From an optimization exercise on the open Yosys and OpenROAD flow, aimed at small area, a short achievable clock period and few clock cycles per item; shortcuts taken in it are not production practice.
Power figures rest on the tool's default switching activity, not on a simulated workload.

==> flow/design.v (excerpt) <==
module axi_lite_slave_mem #(
    parameter int ADDR_WIDTH = 32,
    parameter int DATA_WIDTH = 32,
    parameter int DEPTH      = 32
) (
    input  logic                  s_axi_aclk,
    input  logic                  s_axi_areset,
    input  logic [ADDR_WIDTH-1:0] s_axi_awaddr,
    input  logic [2:0]            s_axi_awprot,
    input  logic                  s_axi_awvalid,
    output logic                  s_axi_awready,
    input  logic [DATA_WIDTH-1:0] s_axi_wdata,
    input  logic [3:0]            s_axi_wstrb,
    input  logic                  s_axi_wvalid,
    output logic                  s_axi_wready,
    output logic [1:0]            s_axi_bresp,
    output logic                  s_axi_bvalid,
    input  logic                  s_axi_bready,
    input  logic [ADDR_WIDTH-1:0] s_axi_araddr,
    input  logic [2:0]            s_axi_arprot,
    input  logic                  s_axi_arvalid,
    output logic                  s_axi_arready,
    output logic [DATA_WIDTH-1:0] s_axi_rdata,
    output logic [1:0]            s_axi_rresp,
    output logic                  s_axi_rvalid,
    input  logic                  s_axi_rready
);
clock: 4.0 ns
lec_check: 0
cap_margin: 20
core_margin: 2
core_utilization: 40
cts_cluster_diameter: 120
cts_cluster_size: 24
setup_slack_margin: 2.3
slew_margin: 20
synth_hierarchical: 1
standard.sh (not shown) runs the stock make flow with config.mk's settings and CLKGATE_MAP_FILE= SYNTH_SCRIPT=/design/flow/synth_recipe.tcl, a recipe that flattens the netlist after the stock synthesis.
==> flow/flow/run.sh <==
#!/bin/bash
# Own layout flow: the standard flow (standard.sh, unchanged synthesis, floorplan,
# power grid and tap cells), with plain buffers for the port buffers instead of the
# delay cells buffer_ports picks on its own.
set -euo pipefail
export BUFFER_PORTS_ARGS="-buffer_cell sky130_fd_sc_hd__buf_2"
bash standard.sh finish > flow_standard.log 2>&1
The starting point completed without violations.
Change:
--- a/flow/config.mk
+++ b/flow/config.mk
@@ -13 +13 @@
-export SETUP_SLACK_MARGIN = 2.3
+export SETUP_SLACK_MARGIN = 2.2
Core utilization drops by 2.9 points.
Total power drops by about 0.7%.
Via count drops by 5.6%.
Non-clock buffer count drops by 103.
Global-route usage drops by 1.5 points.
Wire length drops by about 11%.
Design area drops by 5.9%.
Register-to-register slack barely changes.
Worst setup slack improved by 0.014 ns.
Area after synthesis is unchanged.
No functional check of the RTL was part of any run of this note.

---

red:
The RTL this note starts from:
==> flow/design.v <==
package axi_lite_pkg;
    localparam int DATA_W = 32;
    localparam int STRB_W = 4;
    localparam logic [1:0] RESP_OKAY   = 2'b00;
    localparam logic [1:0] RESP_SLVERR = 2'b10;
endpackage
module axi_lite_regfile #(
    parameter int DEPTH = 32
) (
    input  logic              i_clk,
    input  logic              i_srst,
    input  logic [axi_lite_pkg::STRB_W-1:0] i_wen,       
    input  logic [3:0]        i_wsel_lo,                 
    input  logic [DEPTH/4-1:0] i_wsel_hi,                
    input  logic [axi_lite_pkg::DATA_W-1:0] i_wdata,
    input  logic              i_re,
    input  logic [DEPTH-1:0]  i_rsel,                    
    output logic [axi_lite_pkg::DATA_W-1:0] o_rdata
);
    logic [axi_lite_pkg::DATA_W-1:0] r_mem [DEPTH];
    logic [axi_lite_pkg::DATA_W-1:0] r_rdata;
    logic [axi_lite_pkg::DATA_W-1:0] w_rd, w_wd;
    assign w_wd = i_srst ? {axi_lite_pkg::DATA_W{1'b0}} : i_wdata;
    always_ff @(posedge i_clk) begin
        for (int k = 0; k < DEPTH; k++) begin
            for (int n = 0; n < axi_lite_pkg::STRB_W; n++) begin
                if (i_srst || (i_wen[n] && i_wsel_lo[k % 4] && i_wsel_hi[k / 4])) begin
                    r_mem[k][8*n +: 8] <= w_wd[8*n +: 8];
                end
            end
        end
    end
    always_comb begin
        w_rd = '0;
        for (int k = 0; k < DEPTH; k++) begin
            w_rd = w_rd | (r_mem[k] & {axi_lite_pkg::DATA_W{i_rsel[k]}});
        end
    end
    always_ff @(posedge i_clk) begin
        if (i_re) begin
            r_rdata <= w_rd;
        end
    end
    assign o_rdata = r_rdata;
endmodule
module axi_lite_slave_mem #(
    parameter int ADDR_WIDTH = 32,
    parameter int DATA_WIDTH = 32,
    parameter int DEPTH      = 32
) (
    input  logic                  s_axi_aclk,
    input  logic                  s_axi_areset,
    input  logic [ADDR_WIDTH-1:0] s_axi_awaddr,
    input  logic [2:0]            s_axi_awprot,
    input  logic                  s_axi_awvalid,
    output logic                  s_axi_awready,
    input  logic [DATA_WIDTH-1:0] s_axi_wdata,
    input  logic [3:0]            s_axi_wstrb,
    input  logic                  s_axi_wvalid,
    output logic                  s_axi_wready,
    output logic [1:0]            s_axi_bresp,
    output logic                  s_axi_bvalid,
    input  logic                  s_axi_bready,
    input  logic [ADDR_WIDTH-1:0] s_axi_araddr,
    input  logic [2:0]            s_axi_arprot,
    input  logic                  s_axi_arvalid,
    output logic                  s_axi_arready,
    output logic [DATA_WIDTH-1:0] s_axi_rdata,
    output logic [1:0]            s_axi_rresp,
    output logic                  s_axi_rvalid,
    input  logic                  s_axi_rready
);
    localparam int IDX_W = (DEPTH > 1) ? $clog2(DEPTH) : 1;
    localparam int HI_N  = DEPTH / 4;
    localparam logic [ADDR_WIDTH-3:0] DEPTH_W = (ADDR_WIDTH-2)'(DEPTH);
    logic w_unused;
    assign w_unused = ^{s_axi_awprot, s_axi_arprot, s_axi_awaddr[1:0], s_axi_araddr[1:0]};
    logic                              r_awready, r_wready, r_arready;
    logic                              r_aw_v, r_aw_ok;
    logic [3:0]                        r_aw_lo;       
    logic [HI_N-1:0]                   r_aw_hi;       
    logic                              r_w_v;
    logic [axi_lite_pkg::DATA_W-1:0]   r_w_data;
    logic [axi_lite_pkg::STRB_W-1:0]   r_w_strb;
    logic [axi_lite_pkg::STRB_W-1:0]   r_wen;         
    logic                              r_bvalid, r_berr, r_bsk_v, r_bsk_err;
    logic [1:0]                        r_blk;         
    logic                              r_ar0_v, r_ar0_ok, r_ar1_v, r_ar1_ok;
    logic [DEPTH-1:0]                  r_ar0_sel;     
    logic [IDX_W-1:0]                  r_ar1_idx;
    logic                              r_rvalid, r_rerr;
    logic [axi_lite_pkg::DATA_W-1:0]   w_rf_rdata;
    logic w_aw_hs, w_ar_hs, w_commit, w_issue;
    assign w_aw_hs  = s_axi_awvalid & r_awready;
    assign w_ar_hs  = s_axi_arvalid & r_arready;
    assign w_commit = r_aw_v & r_w_v & ~r_bsk_v & (r_blk == 2'd0);
    assign w_issue  = r_ar0_v & (~r_rvalid | s_axi_rready);
    logic w_aw_in_ok, w_ar_in_ok;
    assign w_aw_in_ok = (s_axi_awaddr[ADDR_WIDTH-1:2] < DEPTH_W);
    assign w_ar_in_ok = (s_axi_araddr[ADDR_WIDTH-1:2] < DEPTH_W);
    logic w_aw_v_nxt, w_w_v_nxt, w_bsk_v_nxt, w_pair_old, w_commit_nxt, w_aw_ok_nxt;
    logic w_ar0_v_nxt, w_ar1_v_nxt;
    logic [1:0] w_blk_nxt, w_ar_left;
    logic [axi_lite_pkg::STRB_W-1:0] w_w_strb_nxt;
    assign w_aw_v_nxt = r_awready ? s_axi_awvalid : (r_aw_v & ~w_commit);
    assign w_w_v_nxt  = r_wready  ? s_axi_wvalid  : (r_w_v  & ~w_commit);
    assign w_bsk_v_nxt = r_bsk_v ? ~(r_bvalid & s_axi_bready) : (w_commit & r_bvalid & ~s_axi_bready);
    assign w_ar_left = 2'(r_ar0_v) + 2'(r_ar1_v) - 2'(w_issue);
    assign w_pair_old = r_aw_v & r_w_v & ~w_commit;
    always_comb begin
        if (w_pair_old) begin
            w_blk_nxt = (r_blk != 2'd0 && w_issue) ? r_blk - 2'd1 : r_blk;
        end else if (w_aw_v_nxt & w_w_v_nxt) begin
            w_blk_nxt = w_ar_left;
        end else begin
            w_blk_nxt = 2'd0;
        end
    end
    assign w_commit_nxt = w_aw_v_nxt & w_w_v_nxt & ~w_bsk_v_nxt & (w_blk_nxt == 2'd0);
    assign w_aw_ok_nxt  = r_awready ? w_aw_in_ok : r_aw_ok;
    assign w_w_strb_nxt = r_wready ? s_axi_wstrb : r_w_strb;
    assign w_ar0_v_nxt = (~r_ar0_v | w_issue) ? (r_ar1_v | w_ar_hs) : 1'b1;
    assign w_ar1_v_nxt = (~r_ar0_v | w_issue) ? (r_ar1_v & w_ar_hs) : (r_ar1_v | w_ar_hs);
    always_ff @(posedge s_axi_aclk) begin
        if (r_awready) begin
            r_aw_ok <= w_aw_in_ok;
            for (int i = 0; i < 4; i++) begin
                r_aw_lo[i] <= s_axi_awaddr[3:2] == 2'(i);
            end
            for (int i = 0; i < HI_N; i++) begin
                r_aw_hi[i] <= w_aw_in_ok && s_axi_awaddr[IDX_W+1:4] == (IDX_W-2)'(i);
            end
        end
        if (r_wready) begin
            r_w_data <= s_axi_wdata;
            r_w_strb <= s_axi_wstrb;
        end
        if (w_commit & (~r_bvalid | s_axi_bready)) begin
            r_berr <= ~r_aw_ok;
        end else if (r_bsk_v & s_axi_bready) begin
            r_berr <= r_bsk_err;
        end
        if (w_commit) begin
            r_bsk_err <= ~r_aw_ok;
        end
    end
    always_ff @(posedge s_axi_aclk) begin
        if (s_axi_areset) begin
            r_aw_v    <= 1'b0;
            r_w_v     <= 1'b0;
            r_awready <= 1'b1;
            r_wready  <= 1'b1;
            r_wen     <= '0;
            r_bvalid  <= 1'b0;
            r_bsk_v   <= 1'b0;
            r_blk     <= 2'd0;
        end else begin
            r_aw_v    <= w_aw_v_nxt;
            r_w_v     <= w_w_v_nxt;
            r_awready <= ~w_aw_v_nxt | (w_w_v_nxt & ~w_bsk_v_nxt & (w_blk_nxt == 2'd0));
            r_wready  <= ~w_w_v_nxt  | (w_aw_v_nxt & ~w_bsk_v_nxt & (w_blk_nxt == 2'd0));
            r_wen     <= w_w_strb_nxt & {axi_lite_pkg::STRB_W{w_commit_nxt & w_aw_ok_nxt}};
            r_bvalid  <= r_bsk_v | w_commit | (r_bvalid & ~s_axi_bready);
            r_bsk_v   <= w_bsk_v_nxt;
            r_blk     <= w_blk_nxt;
        end
    end
    logic [DEPTH-1:0] w_ar_in_sel, w_ar1_sel;
    always_comb begin
        for (int k = 0; k < DEPTH; k++) begin
            w_ar_in_sel[k] = w_ar_in_ok && s_axi_araddr[IDX_W+1:2] == IDX_W'(k);
            w_ar1_sel[k]   = r_ar1_ok && r_ar1_idx == IDX_W'(k);
        end
    end
    always_ff @(posedge s_axi_aclk) begin
        if (~r_ar0_v | w_issue) begin
            if (r_ar1_v) begin
                r_ar0_ok  <= r_ar1_ok;
                r_ar0_sel <= w_ar1_sel;
            end else begin
                r_ar0_ok  <= w_ar_in_ok;
                r_ar0_sel <= w_ar_in_sel;
            end
        end
        if (w_ar_hs) begin
            r_ar1_ok  <= w_ar_in_ok;
            r_ar1_idx <= s_axi_araddr[IDX_W+1:2];
        end
        if (w_issue) begin
            r_rerr <= ~r_ar0_ok;
        end
    end
    always_ff @(posedge s_axi_aclk) begin
        if (s_axi_areset) begin
            r_ar0_v   <= 1'b0;
            r_ar1_v   <= 1'b0;
            r_arready <= 1'b1;
            r_rvalid  <= 1'b0;
        end else begin
            r_ar0_v   <= w_ar0_v_nxt;
            r_ar1_v   <= w_ar1_v_nxt;
            r_arready <= ~(w_ar0_v_nxt & w_ar1_v_nxt);
            r_rvalid  <= w_issue | (r_rvalid & ~s_axi_rready);
        end
    end
    axi_lite_regfile #(
        .DEPTH (DEPTH)
    ) u_regfile (
        .i_clk     (s_axi_aclk),
        .i_srst    (s_axi_areset),
        .i_wen     (r_wen),
        .i_wsel_lo (r_aw_lo),
        .i_wsel_hi (r_aw_hi),
        .i_wdata   (r_w_data),
        .i_re      (~r_rvalid | s_axi_rready),
        .i_rsel    (r_ar0_sel),
        .o_rdata   (w_rf_rdata)
    );
    assign s_axi_awready = r_awready;
    assign s_axi_wready  = r_wready;
    assign s_axi_bvalid  = r_bvalid;
    assign s_axi_bresp   = r_berr ? axi_lite_pkg::RESP_SLVERR : axi_lite_pkg::RESP_OKAY;
    assign s_axi_arready = r_arready;
    assign s_axi_rvalid  = r_rvalid;
    assign s_axi_rresp   = r_rerr ? axi_lite_pkg::RESP_SLVERR : axi_lite_pkg::RESP_OKAY;
    assign s_axi_rdata   = w_rf_rdata;
endmodule
Settings: LEC_CHECK=0, CAP_MARGIN=20, CORE_MARGIN=2, CORE_UTILIZATION=40, CTS_CLUSTER_DIAMETER=120, CTS_CLUSTER_SIZE=24, SETUP_SLACK_MARGIN=1.8, SLEW_MARGIN=20; clock period 4.0 ns.
Scripts as last shown in full above: flow/flow/run.sh
red: done, clean on timing, DRC and antenna
What blue does differently from red at the input level:
# red
export LEC_CHECK = 0
export CAP_MARGIN = 20
export CORE_MARGIN = 2
export CORE_UTILIZATION = 40
export CTS_CLUSTER_DIAMETER = 120
export CTS_CLUSTER_SIZE = 24
export SETUP_SLACK_MARGIN = 1.8
export SLEW_MARGIN = 20
create_clock -name core_clock -period 4.0 [get_ports {s_axi_aclk}]
# blue
export LEC_CHECK = 0
export ABC_CLOCK_PERIOD_IN_PS = 1800
export CAP_MARGIN = 20
export CORE_MARGIN = 2
export CORE_UTILIZATION = 40
export CTS_CLUSTER_DIAMETER = 120
export CTS_CLUSTER_SIZE = 24
export SETUP_SLACK_MARGIN = 2.0
export SLEW_MARGIN = 20
create_clock -name core_clock -period 4.0 [get_ports {s_axi_aclk}]
## What came out
Having completed the whole flow, blue delivered a layout that passed the timing, design-rule and antenna checks. The run showing the smaller share of power burned in combinational logic is red. sky130_fd_sc_hd__or4_4 as the slowest cell on the critical path was reported by blue, and sky130_fd_sc_hd__or4_1 by red. From red to blue the numbers moved as follows: post-route worst setup slack went up 37 ps; cell area after layout saw an increase; transition at the pin with the smallest max-transition slack up 72 ps; hold slack lost 13 ps; final cell count now larger. When the final numbers for blue and red were put side by side, the total power of the final layout turned out to be greater in blue.
No functional check of the RTL was part of any run of this note.

-- static timing again, ports no longer ideal --
The flow's constraints put no driver on any port. The routed layouts listed below were extracted and timed again, unchanged, in two steps. Step 1: set_driving_cell puts a clkbuf_16 on s_axi_aclk and a buf_2 on each other input, an assumption about the parent block. Step 2, shift: input delay + t, output delay - t, t = (earliest + latest rising clock arrival at the registers) / 2. This alone moves slack from input paths to output paths. Slacks: ideal ports / drivers / drivers and shift; pairs: ideal ports / drivers.
run	t (ns)	setup slack, ns	worst data-port slew with drivers (ns)
the first run of note 1	0.738	2.028 / 1.954 / 1.438	0.08
the second run of note 1	0.724	2.042 / 1.971 / 1.427	0.09
red	0.710	1.728 / 1.728 / 1.127	0.14
blue	0.720	1.765 / 1.765 / 1.376	0.10
After both steps every run listed still meets setup and hold. The setup slack of the second run of note 1, which loses most, moves by -0.071 ns with the drivers and by -0.615 ns with both steps.
